Background: an optimization exercise with open tools, aiming at small area, a short achievable clock period and few clock cycles per item. Do not read the settings as production practice. In this exercise RTL edits were held to simulation tests only and were not proved equivalent to the original.

== job 101 ==
==> flow/design.v (excerpt) <==
module roce_pkt_gen_top (
  input  logic                    core_clk,
  input  logic                    core_aresetn,
  input  logic                    start_i,
  input  logic [47:0]             src_mac_i,
  input  logic [31:0]             src_ip_i,
  input  logic                    cfg_we_i,
  input  logic [2-1:0]    cfg_qp_i,
  input  logic [47:0]             cfg_mac_i,
  input  logic [31:0]             cfg_ip_i,
  input  logic [23:0]             cfg_psn_i,
  input  logic [512-1:0]      wqe_tdata_i,
  input  logic                    wqe_tvalid_i,
  input  logic                    tx_tready_i,
  output logic [512-1:0]      tx_tdata_o,
  output logic [64-1:0]  tx_tkeep_o,
  output logic                    tx_tvalid_o,
  output logic                    tx_tlast_o,
  output logic                    post_rd_wqe_o,
  output logic                    post_wr_wqe_o,
  output logic                    send_done_o,
  output logic                    read_done_o,
  output logic                    write_done_o
);
  gen_ctrl_pkg::qp_ctx_t cfg_ctx;
  gen_ctrl_pkg::qp_ctx_t rd_ctx;
  logic [2-1:0]  rd_idx;
  assign cfg_ctx = {cfg_mac_i, cfg_ip_i, cfg_psn_i};
  qp_context_table i_qp_context_table (
    .core_clk     (core_clk),
    .core_aresetn (core_aresetn),
    .we_i         (cfg_we_i),
    .wr_idx_i     (cfg_qp_i),
    .wr_ctx_i     (cfg_ctx),
    .rd_idx_i     (rd_idx),
    .rd_ctx_o     (rd_ctx)
  );
  logic [47:0] src_mac_q;
  logic [31:0] src_ip_q;
  always_ff @(posedge core_clk) begin
    src_mac_q <= src_mac_i;
    src_ip_q  <= src_ip_i;
  end
  logic        started_q;
  logic [4:0]  fcnt_q;      
  logic [2:0]  beat_q;      
  logic        tvalid_q;
  logic [4:0]  hcnt_q;      
  logic        hfull_q;     
  logic [4:0]  rcnt_q;      
  logic        pend_q;      
  logic        dfull_q;     
  logic        post_rd_q;
  logic        post_wr_q;
  logic [23:0] dqp_q;
  logic [23:0] dpsn_q;
  logic [47:0] hmac_q;
  logic [31:0] hip_q;
  logic [23:0] hqp_q;
  logic [23:0] hpsn_q;
  logic [15:0] hcs_q;
  logic is_send, is_read, last, b0, accept;
  assign is_send = ~fcnt_q[4] & ~fcnt_q[3];
  assign is_read = ~fcnt_q[4] &  fcnt_q[3];
  assign b0      = (beat_q == 3'd0);
  ...
Size in the first run: roughly 33,000 um^2 of cells after synthesis.
export LEC_CHECK = 0
export CAP_MARGIN = 20
export CORE_AREA = 10 10 450 450
export DIE_AREA = 0 0 460 460
export SLEW_MARGIN = 20
create_clock -name core_clock -period 10.0 [get_ports {core_clk}]
standard.sh (not shown) runs the stock make flow with config.mk's settings and CLKGATE_MAP_FILE= SYNTH_SCRIPT=/design/flow/synth_recipe.tcl, a recipe that flattens the netlist after the stock synthesis.
==> flow/flow/run.sh <==
#!/bin/bash
# Standard ORFS layout with tighter optimisation targets and small port buffers.
set -euo pipefail
export SETUP_SLACK_MARGIN=6.5
export BUFFER_PORTS_ARGS="-buffer_cell sky130_fd_sc_hd__buf_1"
bash standard.sh > flow_standard.log 2>&1
Testbench counts of job 101, summed over its fixed seeds: cycles 2,913, frames 768.
Changes in job 102 relative to job 101:
Settings: an added SETUP_SLACK_MARGIN of 5.
==> flow/run.sh (new file) <==
#!/bin/bash
# synth_recipe.tcl (not shown) runs the flow's synth.tcl, then flattens the netlist and writes it again
# the make line also repeats each setting of config.mk as NAME=value (left out here)
make -C /OpenROAD-flow-scripts/flow DESIGN_CONFIG=/design/flow/config.mk WORK_HOME=/design/flow/orfs CLKGATE_MAP_FILE= SYNTH_SCRIPT=/design/flow/synth_recipe.tcl finish
removed: flow/flow/run.sh
removed: flow/standard.sh
Notes after the runs:
Against job 101, job 102 comes in 857 lower on count of instances resized after the clock tree is built.
In job 102 the delay of the slowest cell on the worst path turned out 160 ps higher than in job 101.
Here is what was changed in the inputs of job 103 compared with job 102.
Settings: a deleted SETUP_SLACK_MARGIN that had been 5.
Notes after the runs:
[compare] base=job 102 new=job 103: fraction of met3 tracks used by global routing now sits lower, total length of routed wires decreased about 6%, number of global-route vias before repair lower.
What job 103 reported for final non-filler cell area has to be multiplied by 1.05 to get the figure for job 102.
Pre-CTS worst setup slack, job 103 and job 102: lower on job 103
Max final cell count across job 103 and job 102: job 102

========
## job 7638
Another version of the RTL of roce_pkt_gen_top (not shown whole).
For scale: roughly 2,400 cells after synthesis, roughly 840 flip-flops.
export LEC_CHECK = 0
export CAP_MARGIN = 20
export CORE_AREA = 10 10 450 450
export DIE_AREA = 0 0 460 460
export PLACE_DENSITY = 0.88
export SLEW_MARGIN = 20
create_clock -name core_clock -period 10.0 [get_ports {core_clk}]
==> flow/flow/run.sh <==
#!/bin/bash
set -euo pipefail
export SETUP_SLACK_MARGIN=6.5
export BUFFER_PORTS_ARGS="-buffer_cell sky130_fd_sc_hd__buf_1"
export CTS_ARGS="-sink_clustering_enable -repair_clock_nets -dont_use_dummy_load -sink_clustering_size 12 -buf_list {sky130_fd_sc_hd__clkbuf_8} -root_buf sky130_fd_sc_hd__clkbuf_16"
bash standard.sh > flow_standard.log 2>&1
Testbench counts of job 7638, summed over its fixed seeds: cycles 2,987, frames 768.
--- input diff job 7638..job 223 ---
- PLACE_DENSITY: 0.88 -> 0.75
==> flow/flow/run.sh <==
#!/bin/bash
set -euo pipefail
export SETUP_SLACK_MARGIN=6.6
export BUFFER_PORTS_ARGS="-buffer_cell sky130_fd_sc_hd__buf_1"
export CTS_ARGS="-sink_clustering_enable -repair_clock_nets -dont_use_dummy_load -sink_clustering_size 24 -sink_clustering_max_diameter 120 -buf_list {sky130_fd_sc_hd__clkbuf_16} -root_buf sky130_fd_sc_hd__clkbuf_16"
bash standard.sh > flow_standard.log 2>&1
Findings:
Summary of job 223 over job 7638: final HPWL from detailed placement dropped 6.1 mm; detailed-routed wire length on met3 dropped 12%; post-CTS setup buffer count climbed 10.
Layout-stage area growth over the synthesis result on job 223 is down relative to job 7638.
Summary of the comparison: routed wirelength normalized by instance count is lower in job 223, relative to job 7638.
Relative to job 7638, job 223 improves via count.
Inputs modified between job 223 and job 5424:
- ABC_AREA: unset -> 1
--- a/flow/flow/run.sh
+++ b/flow/flow/run.sh
@@ -2,3 +2,3 @@
 set -euo pipefail
-export SETUP_SLACK_MARGIN=6.6
+export SETUP_SLACK_MARGIN=6.5
 export BUFFER_PORTS_ARGS="-buffer_cell sky130_fd_sc_hd__buf_1"
Notes after the runs:
- Wire length came out higher on job 5424 than on job 223.
- Total standard cell area after synthesis grows by a few percent when moving from job 223 to job 5424.
- [job 5424 vs job 223] worst hold slack across all endpoints: higher in job 5424
- Per the comparison of job 5424 with job 223, diode insertion count for antenna repair lost 14%; via total after detailed routing went up by about 12%.
Relative to job 5424, the following input files were edited for job 5272:
- clearing ABC_AREA, which used to be 1
==> flow/flow/run.sh <==
#!/bin/bash
set -euo pipefail
export SETUP_SLACK_MARGIN=6.5
export BUFFER_PORTS_ARGS="-buffer_cell sky130_fd_sc_hd__buf_1"
export CTS_ARGS="-sink_clustering_enable -repair_clock_nets -dont_use_dummy_load -sink_clustering_size 12 -buf_list {sky130_fd_sc_hd__clkbuf_4} -root_buf sky130_fd_sc_hd__clkbuf_16"
bash standard.sh > flow_standard.log 2>&1
[summary]
Delta(cell count, job 5272 - job 5424) < 0. For the period utilization, job 5272 came in 0.30 points higher than job 5424 did. Against job 5424 as the reference, job 5272 delivers a higher H-tree depth reported by CTS.
Here is what was changed in the inputs of job 1685 compared with job 5272.
==> flow/flow/run.sh <==
#!/bin/bash
set -euo pipefail
export SETUP_SLACK_MARGIN=6.3
export BUFFER_PORTS_ARGS="-buffer_cell sky130_fd_sc_hd__buf_1"
export CTS_ARGS="-sink_clustering_enable -repair_clock_nets -dont_use_dummy_load -sink_clustering_size 12 -buf_list {sky130_fd_sc_hd__clkbuf_8} -root_buf sky130_fd_sc_hd__clkbuf_16"
bash standard.sh > flow_standard.log 2>&1
[summary]
- Job 1685 vs job 5272: worst setup slack down
- Run comparison: job 1685 source of the critical timing path tx_tready_i; job 5272 source of the critical timing path tx_tdata_o[97]
- The placed wire-length estimate after detailed placement in job 1685 sits 1.2% below the value recorded for job 5272.
- Wire length of the first global-routing pass in job 1685 is 4.0% below job 5272.
Modified inputs, job 4761 compared to job 1685
==> flow/flow/run.sh <==
#!/bin/bash
# The standard ORFS layout (standard.sh: standard synthesis, floorplan,
# placement, CTS, routing, finish), run with different optimisation settings:
#  - repair_timing aims for 6.6 ns of setup slack at the 10 ns clock, so that
#    the layout is sized for a short achieved period;
#  - every port still gets its own buffer, but the smallest one (buf_1);
#  - CTS clusters up to 24 sinks per clkbuf_16 leaf, without dummy loads.
# Each tool's full log is under orfs/logs/; the make output goes to
# flow_standard.log in this folder.
set -euo pipefail
export SETUP_SLACK_MARGIN=6.6
export BUFFER_PORTS_ARGS="-buffer_cell sky130_fd_sc_hd__buf_1"
export CTS_ARGS="-sink_clustering_enable -repair_clock_nets -dont_use_dummy_load -sink_clustering_size 24 -sink_clustering_max_diameter 120 -buf_list {sky130_fd_sc_hd__clkbuf_16} -root_buf sky130_fd_sc_hd__clkbuf_16"
bash standard.sh > flow_standard.log 2>&1
Notes after the runs:
Compared job 4761 vs job 1685, and remaining max-slew budget at the tightest pin is up in job 4761.
The ratio of final minimum period to clock period in job 4761 was lower than what job 1685 gave.
A critical setup path kind of input pin to flip-flop is what job 1685 shows, while flip-flop to primary output belongs to job 4761.
Job 4761 ended up with a higher design area than job 1685 did.
Job 1685 reports its launch point of the critical path as tx_tready_i while job 4761 reports fcnt_q[3].
Going from job 1685 to job 4761, die outline height stayed essentially flat; setup slack rose by 190 ps.
Job 4761 vs job 1685 — largest net degree at the start of global routing dropped 1.4%.
Summary of the comparison: routed wire length on met2 is higher in job 4761, relative to job 1685.

separate check: timing with driven ports:
The results above use ideal ports. As a check the final layouts listed here were re-extracted and re-timed, cells and wires unchanged. Step 1 sets driving cells, clkbuf_16 on the clock port and buf_2 on the other inputs (assumed; they add their load-dependent delay and slew). Step 2 times the ports against the registers' clock, not the clock port: input delays grow and output delays shrink by t, the midpoint of the rising clock arrivals with the driver on. Three values: ideal ports, drivers, drivers and shift; two values: the first two.
run	shift t [ns]	slack for setup (ns)	hold slack, ns	slew at the worst register clock pin (ns)	cell pins on the clock port's net
job 101	0.758	0.723 / 0.723 / 0.723	0.506 / 0.506 / 0.506	0.07 / 0.07	1
job 102	0.739	1.035 / 1.035 / 1.035	0.488 / 0.488 / 0.488	0.07 / 0.07	1
job 103	0.766	0.569 / 0.569 / 0.569	0.493 / 0.493 / 0.493	0.07 / 0.07	1
job 7638	0.762	6.485 / 6.417 / 5.682	0.362 / 0.362 / 0.362	0.07 / 0.07	1
job 223	0.688	6.569 / 6.490 / 5.917	0.357 / 0.357 / 0.357	0.11 / 0.11	1
job 5424	0.704	6.504 / 6.506 / 5.821	0.364 / 0.364 / 0.364	0.11 / 0.11	1
job 5272	0.833	6.474 / 6.405 / 5.702	0.348 / 0.348 / 0.348	0.07 / 0.07	1
job 1685	0.782	6.381 / 6.344 / 5.576	0.344 / 0.344 / 0.344	0.06 / 0.06	1
job 4761	0.688	6.569 / 6.490 / 5.917	0.357 / 0.357 / 0.357	0.11 / 0.11	1
After both steps setup and hold are still met in every run listed. The setup slack of job 1685, which loses most, moves by -0.037 ns with the drivers and by -0.805 ns with both steps.
